Source: an optimization exercise on an open RTL-to-GDS flow (aim: small area). Production flows keep margins and buffers that such runs may drop.
Only simulation tests tie the RTL to the original design; equivalence was not proved.
Power is estimated from default activity; no workload was simulated.

### design/flow/config.mk
export PLATFORM = sky130hd
export DESIGN_NAME = reg_file_sb
export DESIGN_NICKNAME = reg_file_sb
export VERILOG_FILES = /design/flow/design.v
export SDC_FILE = /design/flow/constraint.sdc
export NUM_CORES = 4
export LEC_CHECK = 0
export CAP_MARGIN = 20
export CORE_MARGIN = 2
export CORE_UTILIZATION = 40
export SETUP_SLACK_MARGIN = 0.3
export SLEW_MARGIN = 20
### design/flow/constraint.sdc
create_clock -name core_clock -period 8.0 [get_ports {clk}]
set_input_delay 1.6000 -clock core_clock [delete_from_list [all_inputs] [get_ports {clk}]]
set_output_delay 1.6000 -clock core_clock [all_outputs]
set_load 0.01 [all_outputs]
### design/flow/design.v
module reg_file_sb #(
   parameter int DATA_W = 32,
   parameter int ADDR_W = 5
) (
   input  logic              clk,
   input  logic              rst_n,
   input  logic [ADDR_W-1:0] ra1,
   input  logic [ADDR_W-1:0] ra2,
   output logic [DATA_W-1:0] rd1,
   output logic [DATA_W-1:0] rd2,
   input  logic              we,
   input  logic [ADDR_W-1:0] wa,
   input  logic [DATA_W-1:0] wd,
   input  logic              rsv,
   input  logic [ADDR_W-1:0] rsv_a,
   output logic              pend1,
   output logic              pend2,
   output logic              stall
);
   localparam int DEPTH = 2 ** ADDR_W;
   localparam logic [DEPTH-1:0] ONE_HOT0 = {{(DEPTH-1){1'b0}}, 1'b1};
   logic [DATA_W-1:0] r_regs [DEPTH];
   logic [DEPTH-1:0]  r_pend;
   logic [DEPTH-1:0]  w_wdec;
   logic [DEPTH-1:0]  w_rdec;
   logic [DEPTH-1:0]  w_pend_nxt;
   logic              w_wr_ok;
   logic              w_byp1;
   logic              w_byp2;
   always_comb begin
      w_wr_ok = we && (wa != '0);
      w_wdec  = '0;
      w_rdec  = '0;
      if (w_wr_ok) begin
         w_wdec = ONE_HOT0 << wa;
      end
      if (rsv && (rsv_a != '0)) begin
         w_rdec = ONE_HOT0 << rsv_a;
      end
      w_pend_nxt = (r_pend & ~w_wdec) | w_rdec;
   end
   always_ff @(posedge clk or negedge rst_n) begin
      if (!rst_n) begin
         for (int i = 0; i < DEPTH; i++) begin
            r_regs[i] <= '0;
         end
      end else begin
         for (int i = 1; i < DEPTH; i++) begin
            if (w_wdec[i]) begin
               r_regs[i] <= wd;
            end
         end
      end
   end
   always_ff @(posedge clk or negedge rst_n) begin
      if (!rst_n) begin
         r_pend <= '0;
      end else begin
         r_pend <= w_pend_nxt;
      end
   end
   always_comb begin
      w_byp1 = w_wr_ok && (ra1 == wa);
      w_byp2 = w_wr_ok && (ra2 == wa);
      rd1    = '0;
      rd2    = '0;
      pend1  = 1'b0;
      pend2  = 1'b0;
      if (rst_n) begin
         rd1   = w_byp1 ? wd : r_regs[ra1];
         rd2   = w_byp2 ? wd : r_regs[ra2];
         pend1 = r_pend[ra1] && !w_byp1;
         pend2 = r_pend[ra2] && !w_byp2;
      end
      stall = pend1 || pend2;
   end
endmodule
### design/flow/run.sh
#!/bin/bash
# synth_recipe.tcl (not shown) runs the flow's synth.tcl, then flattens the netlist and writes it again
# the make line also repeats each setting of config.mk as NAME=value (left out here)
make -C /OpenROAD-flow-scripts/flow DESIGN_CONFIG=/design/flow/config.mk WORK_HOME=/design/flow/orfs CLKGATE_MAP_FILE= SYNTH_SCRIPT=/design/flow/synth_recipe.tcl finish
==> flow_summary_export.csv <==
group,metric,value,unit
clock_network,clock-sinks,1024,
worst_setup_path,cp_cell_sequence,"clkdlybuf4s50_1 -> buf_4 -> nand2b_1 -> nor2_4 -> buf_4 -> a22oi_1 -> nand4_1 -> a2111oi_0 -> a31oi_1 -> clkdlybuf4s50_1",
floorplan,die_w,367.6,um
min_path,hold_path.startpoint,"r_pend[0]",
routing,drt-initial-drc-count,8955,
routing,drt_pass1_iterations,7,
global_routing,grt_util_met3,0.1258,
clock_network,clockBufferDepth,3,
worst_setup_path,endpoint_kind,"output pin",
placed_design,pre_cts_slack,0.9060,ns
worst_setup_path,required,6.40,ns
global_routing,grt_pass1_wl,349000,um
floorplan,coreArea,0.1313,mm2
power,power_switching_share,0.2939,
timing,max_slew.worst_pin.slew,1.271,ns
synthesis,synth_top_flop_cell,"dfrtp_1",
worst_setup_path,r2r_slack,7.14,ns
timing,fin_tns_setup,0,ns
timing,hold_viol_final,0,
worst_setup_path,start_kind,"input pin",
power,leakage,25.69,nW
global_routing,track_usage,0.3632,
synthesis,seq_area_frac_synth,0.4844,
worst_setup_path,crit_family,"buffers and inverters",
final_layout,nets,4546,
clock_network,clock_latency,0.72,ns
global_routing,grt_busiest_layer,"met2",
clock_network,cts.clk_slew.worst_paths,0.06,ns
power,pwr-share-seq,0.480,
synthesis,synth-edff-count,0,
global_routing,grt_max_degree,81,
flow_run,drv_cap,0,
timing,setup_ws,0.6160,ns
placed_design,placed_cells,6131,
routing,wl,251600,um
synthesis,yosysWarnings,2,
worst_setup_path,worstPathBufferInverterCount,4,
clock_network,cts_setup_buffers,0,
worst_setup_path,crit_arrival,5.78,ns
timing,layout_min_cycle_time,7.384,ns
final_layout,synthToLayoutAreaGrowth,14.29,%
worst_setup_path,critPathMaxStageDelay,0.70,ns
synthesis,synth_area_per_cell,11.82,um2
synthesis,synthArstFlopShare,1.000,
placed_design,io_buffer_count,122,
routing,wl_per_cell,39.69,um
timing,clock.fmax,135.4,MHz
routing,viasPerCell,7.233,
clock_network,cts_tree,"built",
routing,drc,0,
global_routing,met2_usage,0.5076,
synthesis,synth_nets,4530,
final_layout,postLayoutCoreUtil,0.4605,
final_layout,layout.cells.non_filler,6339,
clock_network,h-tree-depth,3,
floorplan,die_h,367.6,um
placed_design,dpl.hpwl,153600,um
timing,setup_viol,0,
routing,antenna_left,0,
power,intPower,10.61,mW
clock_network,cts_buffers,111,
global_routing,grt_pass1_vias,43889,
timing,slew_violations,0,
routing,num_vias,45852,
clock_network,cts_resized,0,
clock_network,ctsRootBufferMaster,"clkbuf_16",
global_routing,antenna_found_initial,14,
clock_network,hold_buffers,0,
synthesis,synth_cells,4474,
outcome,status,"no timing/DRC/antenna violations",
timing,grt_setup_unrepaired,"false",
power,p_per_area,248.5,mW/mm2
timing,fin_skew,0,ns
timing,finalCritPeriodShare,0.9230,
final_layout,final_common_cell,"dfrtp_1",
worst_setup_path,cp_max_fo,13,
min_path,hold_class,"flip-flop to flip-flop",
worst_setup_path,crit_slowest_cell,"nor2_4",
timing,finalHoldWorstSlack,0.4013,ns
final_layout,final_cell_mix,"dfrtp_1, mux2_2, a22oi_1",
global_routing,use_met1,0.4753,
power,p_switching,4.414,mW
min_path,holdPathEnd,"r_pend[0]",
power,vdd_drop_max,0.1796,mV
floorplan,io_pins,123,
min_path,hold_path_depth,0,
synthesis,ys_types,84,
power,combPwrFrac,0.153,
floorplan,rows,133,
final_layout,layout-drive-gt1-share,0.3429,
power,clockPowerShare,0.367,
worst_setup_path,path_class,"input pin to output pin",
worst_setup_path,r2r-end,"r_regs[25][22]",
synthesis,synthesis.area,0.05290,mm2
global_routing,grt_overflow,0,
floorplan,start_util,0.4029,
placed_design,routabilityCongestion,0.9980,
timing,slew_headroom,0.1509,
worst_setup_path,reg2reg_from,"r_regs[25][22]",
floorplan,dieArea,0.1352,mm2
worst_setup_path,r2r_cells,1,
synthesis,synth-seq-cells,1024,
-- how the worst max path moves through the flow --
stage	start	end	slack, ns	cells after the start
after floorplan	ra2[1]	stall	3.14	8
after global placement	ra1[1]	rd1[6]	0.91	9
after detailed placement	ra1[1]	rd1[7]	0.91	10
after CTS	ra1[1]	rd1[7]	0.90	10
after global routing	ra1[1]	rd1[7]	0.70	10
final	ra1[1]	rd1[7]	0.62	10
-- cells in the mapped netlist (8+ instances only) --
cell	count	area, um2
buf_4	28	210.2
nor2b_1	19	118.9
mux2_2	1014	11420
o22ai_1	20	125.1
and3_1	13	81.33
a31oi_1	47	294.0
inv_1	9	33.78
and2_1	8	50.05
mux2i_1	139	1391
nand4_1	137	857.1
a222oi_1	10	100.1
nor3b_1	8	60.06
nor4_1	32	200.2
a22o_1	102	893.4
nor2_2	15	93.84
nand2_1	136	510.5
nand3_1	44	220.2
nor3_1	33	165.2
a32oi_1	21	183.9
nor2_1	169	634.4
a21oi_1	64	320.3
buf_2	227	1136
dfrtp_1	1024	25620
o21ai_0	112	560.5
a2111oi_0	11	96.34
and4_1	14	122.6
a221oi_1	32	280.3
a22oi_1	636	4775
mux4_2	12	270.3
clkbuf_1	180	675.7
nand2b_1	14	87.58
-- metrics by stage --
| step | total power, mW | cell area (um2) |
|---|---|---|
| 3_5_place_dp | 9.460 | 56630 |
| 5_1_grt | 15.44 | 60440 |
| 6_report | 15.02 | 60460 |
| 4_1_cts | 14.91 | 60450 |
| 2_1_floorplan | 8.364 | 52900 |
| 3_3_place_gp | 9.390 | 56600 |
-- power by group through the flow --
stage | Clock, mW | Sequential, mW | Combinational [mW]
after floorplan | 0 | 6.83 | 1.54
after global placement | 0 | 7.20 | 2.19
after detailed placement | 0 | 7.21 | 2.25
after CTS | 5.52 | 7.13 | 2.25
after global routing | 5.73 | 7.28 | 2.43
final | 5.52 | 7.21 | 2.29
-- registers in the layout, summed over array words and instances (netlist names) --
register / count
r_regs: 992
r_pend: 32
-- metal layers --
metal  up-vias  routed length (um)
met4        14               19960
met5         -                 107
li1      17232                   -
met2      4253              102500
met1     23161               93290
met3      1192               35790
-- kinds of logic after synthesis --
| group | count (synthesis) | share of synthesized area |
|---|---|---|
| DFF | 1024 | 0.4844 |
| AOI/OAI and AO/OA | 1111 | 0.1538 |
| muxes | 1167 | 0.2477 |
| and+or+nand+nor | 702 | 0.07139 |
| xor gates and xnor gates | 10 | 0.001656 |
| buffers and inverters | 460 | 0.04106 |
-- area by class of cell --
class | count | area [um2]
Antenna cell | 8 | 20.02
Inverter | 9 | 33.78
Clock buffer | 159 | 3198
Multi-Input combinational cell | 2990 | 25650
Sequential cell | 1024 | 25620
Clock inverter | 40 | 626.9
Timing Repair Buffer | 354 | 3104
Tap cell | 1755 | 2196
Fill cell | 11931 | 70840

## re-timing with driven ports
In the flow no input, the clock included, has a driving cell. The finished layout below was timed again as built, in two steps.
Step 1, drivers: a clkbuf_16 drives clk and a buf_2 each remaining input, both assumed.
Step 2 adds t to the input delays and takes it off the output delays; t is the mean of the earliest and latest rising clock arrival at the registers after step 1. Input paths then give back, and output paths get back, about the clock's delay inside the block.
Three values: ideal, step 1, step 2; two values: the first two.
shift t [ns]: 0.796
slack for setup (ns): 0.616 / 0.592 / 0.592
cell pins on the clock port's net: 1
After both steps setup and hold are still met in this run. The setup slack of this run moves by -0.024 ns with the drivers and by -0.024 ns with both steps.
